Background: an optimization exercise with open tools, aiming at small area. Do not read the settings as production practice. In this exercise RTL edits were held to simulation tests only and were not proved equivalent to the original. Power and IR drop assume default switching activity. No driver is modelled on the clock port, so clocking that relies on it looks cheaper here than on a real chip.

==> 07-15 <==
==> flow/design.v (excerpt) <==
module sdio_burst_reader #(
  parameter int unsigned CLK_DIV_SLOW = 125,    
  parameter int unsigned CLK_DIV_FAST = 2       
) (
  input  wire         clk_100mhz,
  input  wire         reset_ah,
  input  wire         start_i,
  input  wire  [19:0] sector_pos_i,
  input  wire  [19:0] sector_count_i,
  input  wire  sd_bus_pkg::buf_addr_t buf_addr_i,
  output logic [sd_bus_pkg::WORD_BITS-1:0] buf_data_o,
  output logic        init_done_o,
  output logic        sector_done_o,
  output logic        run_done_o,
  output logic        sdclk_o,
  output logic        cmd_o,
  output logic        cmd_oe_o,
  input  wire         cmd_i,
  input  wire  [3:0]  dat_i
);
  logic        cmd_start;
  logic        data_start;
  logic [5:0]  cmd_index;
  logic [31:0] cmd_arg;
  logic        no_resp;
  logic        done;
  logic        ok;
  logic        resp_shift;
  logic        chk_ok;
  logic        fast;
  logic        rise;
  logic        fall;
  logic        busy;
  logic        nib_en;
  logic        wr_en;
  logic [5:0]  pend_idx;
  sd_card_sequencer seq0 (
    .clk_100mhz, .reset_ah, .start_i, .sector_pos_i, .sector_count_i,
    .done_i(done), .ok_i(ok), .chk_ok_i(chk_ok), .resp_bit_i(cmd_i), .resp_shift_i(resp_shift),
    .cmd_start_o(cmd_start), .data_start_o(data_start),
    .cmd_index_o(cmd_index), .cmd_arg_o(cmd_arg), .no_resp_o(no_resp),
    .fast_o(fast), .init_done_o, .run_done_o
  );
  sd_clock_gen #(.CLK_DIV_SLOW(CLK_DIV_SLOW), .CLK_DIV_FAST(CLK_DIV_FAST)) clk0 (
    .clk_100mhz, .reset_ah, .run_i(busy), .fast_i(fast),
    .sdclk_o, .rise_o(rise), .fall_o(fall)
  );
  sd_cmd_engine eng0 (
    .clk_100mhz, .reset_ah, .cmd_start_i(cmd_start), .data_start_i(data_start),
    .cmd_index_i(cmd_index), .cmd_arg_i(cmd_arg), .no_resp_i(no_resp),
    .rise_i(rise), .fall_i(fall), .cmd_i, .dat0_i(dat_i[0]),
    .busy_o(busy), .cmd_o, .cmd_oe_o, .done_o(done), .ok_o(ok),
    .resp_shift_o(resp_shift), .chk_ok_o(chk_ok), .nib_en_o(nib_en), .wr_en_o(wr_en), .pend_idx_o(pend_idx),
    .sector_done_o
  );
  sd_sector_rx buf0 (
  ...
export LEC_CHECK = 0
export CAP_MARGIN = 5
export CORE_MARGIN = 2
export CORE_UTILIZATION = 70
export SLEW_MARGIN = 5
create_clock -name core_clock -period 10.0 [get_ports {clk_100mhz}]
standard.sh (not shown) runs the stock make flow with config.mk's settings and CLKGATE_MAP_FILE= SYNTH_SCRIPT=/design/flow/synth_recipe.tcl, a recipe that flattens the netlist after the stock synthesis.
==> flow/flow/run.sh <==
#!/bin/bash
# Standard layout (the standard.sh) with three changes:
#  - the sector buffer's read multiplexer in the synthesised netlist is re-mapped by
#    flow/rdmux.py (registers untouched; checked equivalent with yosys before use);
#  - clock tree: clkbuf_16 leaf clusters of up to 30 sinks, no dummy loads;
#  - port buffers are buf_1 cells.
# Each tool's output goes to a log of its own in this folder.
set -euo pipefail
RES=orfs/results/${FLOW_PLATFORM}/sdio_burst_reader/base
LIB=${FLOW_HOME}/platforms/${FLOW_PLATFORM}/lib/sky130_fd_sc_hd__tt_025C_1v80.lib
KNOBS=(
  "CTS_ARGS=-sink_clustering_enable -repair_clock_nets -dont_use_dummy_load -sink_clustering_size 30 -sink_clustering_max_diameter 100 -buf_list sky130_fd_sc_hd__clkbuf_16"
  "BUFFER_PORTS_ARGS=-buffer_cell sky130_fd_sc_hd__buf_1"
)

bash standard.sh "${KNOBS[@]}" synth > run_synth.log 2>&1
cp $RES/1_2_yosys.v $RES/1_2_yosys.std.v
if python3 flow/rdmux.py $RES/1_2_yosys.std.v $RES/1_2_yosys.mux.v > run_rdmux.log 2>&1 \
  && sed -e "s|@LIB@|$LIB|" -e "s|@STD@|$RES/1_2_yosys.std.v|" -e "s|@MUX@|$RES/1_2_yosys.mux.v|" \
       flow/eq.ys > run_eq.ys \
  && yosys -q run_eq.ys -l run_eq.log > /dev/null 2>&1; then
  echo "read multiplexer re-mapped" >> run_rdmux.log
  cp $RES/1_2_yosys.mux.v $RES/1_2_yosys.v
  rm -f $RES/1_synth.odb $RES/1_synth.sdc
else
  echo "re-mapping failed, keeping the standard netlist" >> run_rdmux.log
fi
bash standard.sh "${KNOBS[@]}" finish > run_layout.log 2>&1
Other scripts of this flow, unchanged in this note and not shown: flow/flow/eq.ys, flow/flow/rdmux.py
==> inputs of 01-05, as changes to 07-15 <==
Settings changed: CORE_UTILIZATION 70 to 75.
==> inputs of 10-09, as changes to 07-15 <==
--- a/flow/flow/run.sh
+++ b/flow/flow/run.sh
@@ -3,5 +3,5 @@
 #  - the sector buffer's read multiplexer in the synthesised netlist is re-mapped by
 #    flow/rdmux.py (registers untouched; checked equivalent with yosys before use);
-#  - clock tree: clkbuf_16 leaf clusters of up to 30 sinks, no dummy loads;
+#  - clock tree: clkbuf_16 leaf clusters of up to 28 sinks, no dummy loads;
 #  - port buffers are buf_1 cells.
 # Each tool's output goes to a log of its own in this folder.
@@ -10,5 +10,5 @@
 LIB=${FLOW_HOME}/platforms/${FLOW_PLATFORM}/lib/sky130_fd_sc_hd__tt_025C_1v80.lib
 KNOBS=(
-  "CTS_ARGS=-sink_clustering_enable -repair_clock_nets -dont_use_dummy_load -sink_clustering_size 30 -sink_clustering_max_diameter 100 -buf_list sky130_fd_sc_hd__clkbuf_16"
+  "CTS_ARGS=-sink_clustering_enable -repair_clock_nets -dont_use_dummy_load -sink_clustering_size 28 -sink_clustering_max_diameter 100 -buf_list sky130_fd_sc_hd__clkbuf_16"
   "BUFFER_PORTS_ARGS=-buffer_cell sky130_fd_sc_hd__buf_1"
 )
==> summary of the runs <==
Worst setup slack: 10-09 > 07-15 > 01-05. In 10-09 the clock power is larger than in 01-05, by about 3%. Between 01-05 and 10-09, the lower hold slack is in 01-05 (gap 0.0051 ns). The lowest global-route usage belongs to 10-09, the highest to 01-05. In count of clock-buffer cells in the layout, 07-15 and 01-05 do not differ. Critical path depth is the same in 01-05 and 10-09. In sequential power, 01-05 and 10-09 hardly differ. Fmax, lowest first: 01-05, 07-15, 10-09. Via count: 10-09 < 07-15 < 01-05. Between 01-05 and 10-09, the lower non-clock buffer count is in 10-09 (gap 13). Between 01-05 and 07-15, the lower clock skew is in 07-15 (gap 0.013 ns).
==> figures <==
| quantity | 01-05 | 07-15 | 10-09 |
|---|---|---|---|
| Outcome | timing/DRC/antenna clean | timing/DRC/antenna clean | timing/DRC/antenna clean |
| Worst slew slack as a fraction of its limit | 4.18% | 4.19% | 5.75% |
| Layout Nets | 7640 | 7627 | 7637 |
| Final worst path period need | 7.50 ns | 7.44 ns | 7.41 ns |
| Antenna fix cells | 6 | 7 | 4 |
| Starting density of the core | 75.3% | 70.3% | 70.3% |
| P_comb | 0.864 mW | 0.852 mW | 0.849 mW |
| Die Ht | 389 um | 402 um | 402 um |
| Worst Hold Launch | buf0.ring_q[120]$_DFF_P_ | buf0.ring_q[2748]$_DFF_P_ | buf0.ring_q[3977]$_DFF_P_ |
| Proportion of final cell area spent on non-clock buffers | 1.22% | 1.04% | 1.04% |
| Global-route track usage on met2 | 60.7% | 53.8% | 53.7% |
| GR Util All Layers | 40.3% | 36.3% | 36.2% |
| Pre-CTS WS | 3.64 ns | 3.55 ns | 3.55 ns |
| Post-layout instance area | 119000 sq um | 119000 sq um | 119000 sq um |
| Met3 WL post-DR | 40500 um | 35300 um | 34900 um |
| Iteration-0 DRC Markers | 14378 | 14099 | 13871 |
| Die boundary width | 389 um | 402 um | 402 um |
| Sum of net half-perimeters after detailed placement | 179000 um | 170000 um | 170000 um |
| Number of buffers created by CTS | 162 | 162 | 172 |
| Vias per Instance | 7.42 | 7.14 | 7.13 |
| Final setup margin | 2.50 ns | 2.56 ns | 2.59 ns |
| Total number of vias | 70412 | 68744 | 68646 |
| Initial antenna violation count | 13 | 14 | 15 |

==> separate check: timing with driven ports <==
The results above use ideal ports. As a check the final layouts listed here were re-extracted and re-timed, cells and wires unchanged. Step 1: set_driving_cell puts a clkbuf_16 on clk_100mhz and a buf_2 on each other input, an assumption about the parent block. Step 2 also shifts input and output timing later by t, the mid clock arrival at the registers, as if the neighbouring blocks saw the same clock. a / b / c = ideal / step 1 / step 2; a / b = the first two.
run	shift t [ns]	setup slack, ns	worst slew at a driven data input, ns	cell pins on the clock port's net
07-15	0.886	2.561 / 2.477 / 3.363	0.10	1
01-05	0.881	2.498 / 2.418 / 3.299	0.08	1
10-09	0.904	2.592 / 2.501 / 3.405	0.11	1
After both steps every run listed still meets setup and hold.
